Source: an optimization exercise on an open RTL-to-GDS flow (aim: small area, a short achievable clock period and few clock cycles per item). Production flows keep margins and buffers that such runs may drop.

==> run X: inputs <==
==> flow/design.v <==
package sle_pkg;
  localparam int DEPTH_DEF      = 16;
  localparam int DATA_WIDTH_DEF = 32;
  localparam logic [2:0] CMD_APPEND  = 3'd0;
  localparam logic [2:0] CMD_INSERT  = 3'd1;
  localparam logic [2:0] CMD_FIND    = 3'd2;
  localparam logic [2:0] CMD_REMOVE  = 3'd3;
  localparam logic [2:0] CMD_WRITE   = 3'd4;
  localparam logic [2:0] CMD_READ    = 3'd5;
  localparam logic [2:0] CMD_CLEAR   = 3'd6;
endpackage
module sle_slot (
  input  logic        clk,
  input  logic        sel_hold,
  input  logic        sel_prev,
  input  logic        sel_val,
  input  logic [31:0] prev,
  input  logic [31:0] val_in,
  output logic [31:0] st
);
  always_ff @(posedge clk) begin
    st <= ~(({32{sel_hold}} & ~st) | ({32{sel_prev}} & prev) | ({32{sel_val}} & val_in));
  end
endmodule
module sequential_list_engine (
  input  logic          clk,
  input  logic          rst,
  input  logic          req_valid,
  output logic          req_ready,
  input  logic [2:0]    req_cmd,
  input  logic [31:0]   req_value,
  input  logic [3:0]    req_position,
  output logic          rsp_valid,
  input  logic          rsp_ready,
  output logic          rsp_ok,
  output logic [3:0]    rsp_found_index,
  output logic [31:0]   rsp_read_value,
  output logic [4:0]    rsp_count
);
  localparam int N = 16;
  logic [31:0] st [N];     
  logic [3:0]  head;       
  logic [4:0]  cnt;
  logic        r_valid;
  logic [2:0]  r_cmd;
  logic [31:0] r_val;
  logic [3:0]  r_pos;
  logic        s_valid;
  logic        s_ok;
  logic [3:0]  s_idx;
  logic        s_rdv;
  logic [3:0]  s_slot;
  logic exec, take, o_take;
  assign exec      = r_valid && !s_valid;
  assign take      = req_valid && req_ready;
  assign o_take    = rsp_valid && rsp_ready;
  logic r_valid_nx, s_valid_nx;
  always_comb begin
    r_valid_nx = r_valid;
    if (take) begin
      r_valid_nx = 1'b1;
    end else if (exec) begin
      r_valid_nx = 1'b0;
    end
  end
  always_ff @(posedge clk) begin
    if (rst) begin
      r_valid   <= 1'b0;
      req_ready <= 1'b1;
    end else begin
      r_valid   <= r_valid_nx;
      req_ready <= !r_valid_nx || !s_valid_nx;
    end
  end
  always_ff @(posedge clk) begin
    if (take) begin
      r_cmd <= req_cmd;
      r_val <= req_value;
      r_pos <= req_position;
    end
  end
  logic is_app, is_ins, is_find, is_rem, is_wr, is_rd, is_clr;
  assign is_app  = (r_cmd == sle_pkg::CMD_APPEND);
  assign is_ins  = (r_cmd == sle_pkg::CMD_INSERT);
  assign is_find = (r_cmd == sle_pkg::CMD_FIND);
  assign is_rem  = (r_cmd == sle_pkg::CMD_REMOVE);
  assign is_wr   = (r_cmd == sle_pkg::CMD_WRITE);
  assign is_rd   = (r_cmd == sle_pkg::CMD_READ);
  assign is_clr  = (r_cmd == sle_pkg::CMD_CLEAR);
  logic full, pos_le, pos_lt;
  assign full   = cnt[4];
  assign pos_le = ({1'b0, r_pos} <= cnt);
  assign pos_lt = ({1'b0, r_pos} < cnt);
  logic [3:0] ipos;        
  logic [3:0] q_ins;       
  logic [3:0] q_pos;       
  logic [3:0] t_end;       
  assign ipos  = is_app ? cnt[3:0] : r_pos;
  assign q_ins = head + ipos;
  assign q_pos = head + r_pos;
  assign t_end = head + cnt[3:0];
  logic [N-1:0] ge_h;      
  logic [N-1:0] occ;
  always_comb begin
    for (int s = 0; s < N; s++) begin
      ge_h[s] = (4'(s) >= head);
      if (full) begin
        occ[s] = 1'b1;
      end else if (t_end >= head) begin
        occ[s] = ge_h[s] && (4'(s) < t_end);
      end else begin
        occ[s] = ge_h[s] || (4'(s) < t_end);
      end
    end
  end
  logic [N-1:0] match, m_hi, none_before, first;
  logic         hit, hit_hi;
  logic [3:0]   hslot;
  always_comb begin
    logic p0, p1;
    for (int s = 0; s < N; s++) begin
      match[s] = (st[s] == (r_val ^ {32{s[0]}})) && occ[s];
      m_hi[s]  = match[s] && ge_h[s];
    end
    hit    = |match;
    hit_hi = |m_hi;
    p0 = 1'b0;
    p1 = 1'b0;
    for (int s = 0; s < N; s++) begin
      none_before[s] = ge_h[s] ? !p1 : !(hit_hi || p0);
      first[s]       = match[s] && none_before[s];
      p0 = p0 | match[s];
      p1 = p1 | m_hi[s];
    end
    hslot = 4'd0;
    for (int s = 0; s < N; s++) begin
      if (first[s]) hslot = hslot | 4'(s);
    end
  end
  logic       ins_ok, rem_ok, wr_ok, ok;
  logic [4:0] cnt_nx;
  assign ins_ok = (is_app || (is_ins && pos_le)) && !full;
  assign rem_ok = is_rem && hit;
  assign wr_ok  = is_wr && pos_lt;
  always_comb begin
    ok = 1'b0;
    if (ins_ok || rem_ok || wr_ok || is_clr) ok = 1'b1;
    if (is_find && hit) ok = 1'b1;
    if (is_rd && pos_lt) ok = 1'b1;
    cnt_nx = cnt;
    if (ins_ok) cnt_nx = cnt + 5'd1;
    if (rem_ok) cnt_nx = cnt - 5'd1;
    if (is_clr) cnt_nx = 5'd0;
  end
  always_ff @(posedge clk) begin
    if (rst) begin
      cnt  <= 5'd0;
      head <= 4'd0;
    end else if (exec) begin
      cnt <= cnt_nx;
      if (rem_ok) head <= head + 4'd1;
    end
  end
  logic [N-1:0] s_h, s_p, s_v;
  always_comb begin
    for (int s = 0; s < N; s++) begin
      logic in_ins;
      if (q_ins <= t_end) begin
        in_ins = (4'(s) > q_ins) && (4'(s) <= t_end);
      end else begin
        in_ins = (4'(s) > q_ins) || (4'(s) <= t_end);
      end
      s_p[s] = exec && ((ins_ok && in_ins) || (rem_ok && none_before[s] && (4'(s) != head)));
      s_v[s] = exec && ((ins_ok && 4'(s) == q_ins) || (wr_ok && 4'(s) == q_pos));
      s_h[s] = !(s_p[s] || s_v[s]);
    end
  end
  for (genvar s = 0; s < N; s++) begin : g_slot
    sle_slot u_slot (
      .clk      (clk),
      .sel_hold (s_h[s]),
      .sel_prev (s_p[s]),
      .sel_val  (s_v[s]),
      .prev     (st[(s + N - 1) % N]),
      .val_in   (r_val ^ {32{!s[0]}}),
      .st       (st[s])
    );
  end
  logic [3:0]  ra;
  logic        rdv;
  logic [31:0] rd;
  logic        x_ok;
  logic [3:0]  x_idx;
  logic        x_rdv;
  assign x_ok  = ok;
  assign x_idx = (is_find && hit) ? (hslot - head) : 4'd0;
  assign x_rdv = is_rd && pos_lt;
  assign ra    = s_valid ? s_slot : q_pos;
  assign rdv   = s_valid ? s_rdv : x_rdv;
  assign rd    = rdv ? (st[ra] ^ {32{ra[0]}}) : 32'd0;
  always_comb begin
    s_valid_nx = s_valid;
    if (exec) begin
      if (rsp_valid && !rsp_ready) s_valid_nx = 1'b1;
    end else if (s_valid) begin
      if (rsp_ready) s_valid_nx = 1'b0;
    end
  end
  always_ff @(posedge clk) begin
    if (rst) begin
      rsp_valid <= 1'b0;
      s_valid   <= 1'b0;
    end else begin
      s_valid <= s_valid_nx;
      if (exec) begin
        rsp_valid <= 1'b1;
      end else if (!s_valid && rsp_ready) begin
        rsp_valid <= 1'b0;
      end
    end
  end
  always_ff @(posedge clk) begin
    if (exec && rsp_valid && !rsp_ready) begin
      s_ok   <= x_ok;
      s_idx  <= x_idx;
      s_rdv  <= x_rdv;
      s_slot <= q_pos;
    end
    if (s_valid) begin
      if (o_take) begin
        rsp_ok          <= s_ok;
        rsp_found_index <= s_idx;
        rsp_read_value  <= rd;
        rsp_count       <= cnt;
      end
    end else if (exec && (!rsp_valid || rsp_ready)) begin
      rsp_ok          <= x_ok;
      rsp_found_index <= x_idx;
      rsp_read_value  <= rd;
      rsp_count       <= cnt_nx;
    end
  end
endmodule
==> flow/run.sh <==
#!/bin/bash
# synth_recipe.tcl (not shown) runs the flow's synth.tcl, then flattens the netlist and writes it again
# the make line also repeats each setting of config.mk as NAME=value (left out here)
make -C /OpenROAD-flow-scripts/flow DESIGN_CONFIG=/design/flow/config.mk WORK_HOME=/design/flow/orfs CLKGATE_MAP_FILE= SYNTH_SCRIPT=/design/flow/synth_recipe.tcl finish
==> flow/config.mk <==
export PLATFORM = sky130hd
export DESIGN_NAME = sequential_list_engine
export DESIGN_NICKNAME = sequential_list_engine
export VERILOG_FILES = /design/flow/design.v
export SDC_FILE = /design/flow/constraint.sdc
export NUM_CORES = 4
export LEC_CHECK = 0
export CAP_MARGIN = 20
export CORE_MARGIN = 2
export CORE_UTILIZATION = 55
export SETUP_SLACK_MARGIN = 3.5
export SLEW_MARGIN = 20
export SYNTH_HIERARCHICAL = 1
export SYNTH_MINIMUM_KEEP_SIZE = 0
==> flow/constraint.sdc <==
create_clock -name core_clock -period 6.0 [get_ports {clk}]
set_input_delay 1.2000 -clock core_clock [delete_from_list [all_inputs] [get_ports {clk}]]
set_output_delay 1.2000 -clock core_clock [all_outputs]
set_load 0.01 [all_outputs]
==> run R: changes against run X <==
==> flow/design.v (replaced) <==
package sle_pkg;
  localparam int DEPTH_DEF      = 16;
  localparam int DATA_WIDTH_DEF = 32;
  localparam logic [2:0] CMD_APPEND  = 3'd0;
  localparam logic [2:0] CMD_INSERT  = 3'd1;
  localparam logic [2:0] CMD_FIND    = 3'd2;
  localparam logic [2:0] CMD_REMOVE  = 3'd3;
  localparam logic [2:0] CMD_WRITE   = 3'd4;
  localparam logic [2:0] CMD_READ    = 3'd5;
  localparam logic [2:0] CMD_CLEAR   = 3'd6;
endpackage
module sequential_list_engine (
  input  logic          clk,
  input  logic          rst,
  input  logic          req_valid,
  output logic          req_ready,
  input  logic [2:0]    req_cmd,
  input  logic [31:0]   req_value,
  input  logic [3:0]    req_position,
  output logic          rsp_valid,
  input  logic          rsp_ready,
  output logic          rsp_ok,
  output logic [3:0]    rsp_found_index,
  output logic [31:0]   rsp_read_value,
  output logic [4:0]    rsp_count
);
  localparam int N = 16;
  logic [31:0] ent [N];
  logic [4:0]  cnt;
  logic        r_valid;
  logic [2:0]  r_cmd;
  logic [31:0] r_val;
  logic [3:0]  r_pos;
  logic        s_valid;
  logic        s_ok;
  logic [3:0]  s_idx;
  logic [31:0] s_rd;
  logic [4:0]  s_cnt;
  logic exec, take, o_take;
  assign exec      = r_valid && !s_valid;
  assign req_ready = !r_valid || !s_valid;
  assign take      = req_valid && req_ready;
  assign o_take    = rsp_valid && rsp_ready;
  always_ff @(posedge clk) begin
    if (rst) begin
      r_valid <= 1'b0;
    end else if (take) begin
      r_valid <= 1'b1;
    end else if (exec) begin
      r_valid <= 1'b0;
    end
  end
  always_ff @(posedge clk) begin
    if (take) begin
      r_cmd <= req_cmd;
      r_val <= req_value;
      r_pos <= req_position;
    end
  end
  logic is_app, is_ins, is_find, is_rem, is_wr, is_rd, is_clr;
  assign is_app  = (r_cmd == sle_pkg::CMD_APPEND);
  assign is_ins  = (r_cmd == sle_pkg::CMD_INSERT);
  assign is_find = (r_cmd == sle_pkg::CMD_FIND);
  assign is_rem  = (r_cmd == sle_pkg::CMD_REMOVE);
  assign is_wr   = (r_cmd == sle_pkg::CMD_WRITE);
  assign is_rd   = (r_cmd == sle_pkg::CMD_READ);
  assign is_clr  = (r_cmd == sle_pkg::CMD_CLEAR);
  logic full, pos_le, pos_lt;
  assign full   = cnt[4];
  assign pos_le = ({1'b0, r_pos} <= cnt);
  assign pos_lt = ({1'b0, r_pos} < cnt);
  logic [N-1:0] match;
  logic [N-1:0] geh;       
  logic         hit;
  logic [3:0]   hidx;
  always_comb begin
    for (int j = 0; j < N; j++) begin
      match[j] = (ent[j] == r_val) && (5'(j) < cnt);
    end
    geh[0] = match[0];
    for (int j = 1; j < N; j++) begin
      geh[j] = geh[j-1] | match[j];
    end
    hit  = geh[N-1];
    hidx = 4'd0;
    for (int j = N - 1; j >= 0; j--) begin
      if (match[j]) hidx = 4'(j);
    end
  end
  logic       ins_ok, rem_ok, wr_ok, ok;
  logic [3:0] ipos;
  logic [4:0] cnt_nx;
  assign ins_ok = (is_app || (is_ins && pos_le)) && !full;
  assign rem_ok = is_rem && hit;
  assign wr_ok  = is_wr && pos_lt;
  assign ipos   = is_app ? cnt[3:0] : r_pos;
  always_comb begin
    ok = 1'b0;
    if (ins_ok || rem_ok || wr_ok || is_clr) ok = 1'b1;
    if (is_find && hit) ok = 1'b1;
    if (is_rd && pos_lt) ok = 1'b1;
    cnt_nx = cnt;
    if (ins_ok) cnt_nx = cnt + 5'd1;
    if (rem_ok) cnt_nx = cnt - 5'd1;
    if (is_clr) cnt_nx = 5'd0;
  end
  always_ff @(posedge clk) begin
    if (rst) begin
      cnt <= 5'd0;
    end else if (exec) begin
      cnt <= cnt_nx;
    end
  end
  logic [N-1:0] s_h, s_l, s_r, s_v;
  always_comb begin
    for (int j = 0; j < N; j++) begin
      s_l[j] = exec && ins_ok && (4'(j) > ipos);
      s_v[j] = exec && ((ins_ok && 4'(j) == ipos) || (wr_ok && 4'(j) == r_pos));
      s_r[j] = exec && rem_ok && geh[j];
      s_h[j] = !(s_l[j] || s_v[j] || s_r[j]);
    end
  end
  always_ff @(posedge clk) begin
    for (int j = 0; j < N; j++) begin
      ent[j] <= ({32{s_h[j]}} & ent[j])
              | ({32{s_l[j]}} & ent[(j == 0) ? 0 : j - 1])
              | ({32{s_r[j]}} & ent[(j == N - 1) ? N - 1 : j + 1])
              | ({32{s_v[j]}} & r_val);
    end
  end
  logic        x_ok;
  logic [3:0]  x_idx;
  logic [31:0] x_rd;
  assign x_ok  = ok;
  assign x_idx = (is_find && hit) ? hidx : 4'd0;
  assign x_rd  = (is_rd && pos_lt) ? ent[r_pos] : 32'd0;
  always_ff @(posedge clk) begin
    if (rst) begin
      rsp_valid <= 1'b0;
      s_valid   <= 1'b0;
    end else begin
      if (exec) begin
        rsp_valid <= 1'b1;
        if (rsp_valid && !rsp_ready) s_valid <= 1'b1;
      end else if (s_valid) begin
        if (rsp_ready) s_valid <= 1'b0;
      end else if (rsp_ready) begin
        rsp_valid <= 1'b0;
      end
    end
  end
  always_ff @(posedge clk) begin
    if (exec && rsp_valid && !rsp_ready) begin
      s_ok  <= x_ok;
      s_idx <= x_idx;
      s_rd  <= x_rd;
      s_cnt <= cnt_nx;
    end
    if (s_valid) begin
      if (o_take) begin
        rsp_ok          <= s_ok;
        rsp_found_index <= s_idx;
        rsp_read_value  <= s_rd;
        rsp_count       <= s_cnt;
      end
    end else if (exec && (!rsp_valid || rsp_ready)) begin
      rsp_ok          <= x_ok;
      rsp_found_index <= x_idx;
      rsp_read_value  <= x_rd;
      rsp_count       <= cnt_nx;
    end
  end
endmodule
- CORE_UTILIZATION: 55 -> 40
- SETUP_SLACK_MARGIN: 3.5 -> unset
- SYNTH_HIERARCHICAL: 1 -> unset
- SYNTH_MINIMUM_KEEP_SIZE: 0 -> unset
==> impl_metrics.json <==
{
  "postCtsResizedCells": 0,
  "synth-edff-count": 123,
  "synth_compound_area_frac": 0.303,
  "dpl-instance-area_um2": 39200,
  "grt-ovfl-total": 0,
  "yosys-top-cells-count": "520 x dfxtp_1, 369 x xor2_1, 345 x a22o_1",
  "run_status": "no timing/DRC/antenna violations",
  "grt_use_met1": 0.504,
  "syn_avg_cell_area_um2": 9.60,
  "place_inst": 4896,
  "die-width_um": 308,
  "post-cts-setup-buffers": 0
}
That was run R.
==> impl_metrics.json <==
{
  "run_status": "did not finish",
  "stop_stage": "global routing",
  "firstError": "[ERROR GRT-0232] Routing congestion too high. Check the congestion heatmap in the GUI.",
  "synth-edff-count": 91,
  "die_h_um": 257,
  "place_inst": 4758,
  "grt_use_met1": 0.757,
  "yosys-top-cells-count": "576 x inv_1, 525 x dfxtp_1, 513 x a222oi_1",
  "postCtsResizedCells": 404,
  "grt-ovfl-total": 4,
  "syn_avg_cell_area_um2": 9.24,
  "post-cts-setup-buffers": 155,
  "synth_compound_area_frac": 0.252
}
That was run X.
No run of this note included a check of the RTL's function; only the layout flow was run.

==> afterwards: timing with drivers on the ports <==
No port has a modelled driver above. Below, the same layout with a new extraction and two added sets of constraints.
Step 1: set_driving_cell puts a clkbuf_16 on clk and a buf_2 on each other input, an assumption about the parent block.
Step 2 times the ports against the registers' clock, not the clock port: input delays grow and output delays shrink by t, the midpoint of the rising clock arrivals with the driver on.
Slacks: ideal ports / drivers / drivers and shift; pairs: ideal ports / drivers.
run: run R
t (ns): 0.728
setup slack, ns: 0.657 / 0.657 / 0.657
hold slack, ns: 0.512 / 0.512 / 0.512
worst setup path at the end: register to register
worst slew at a driven data input, ns: 0.07
After both steps run R still meets setup and hold. The setup slack of run R moves by 0.000 ns with the drivers and by 0.000 ns with both steps.
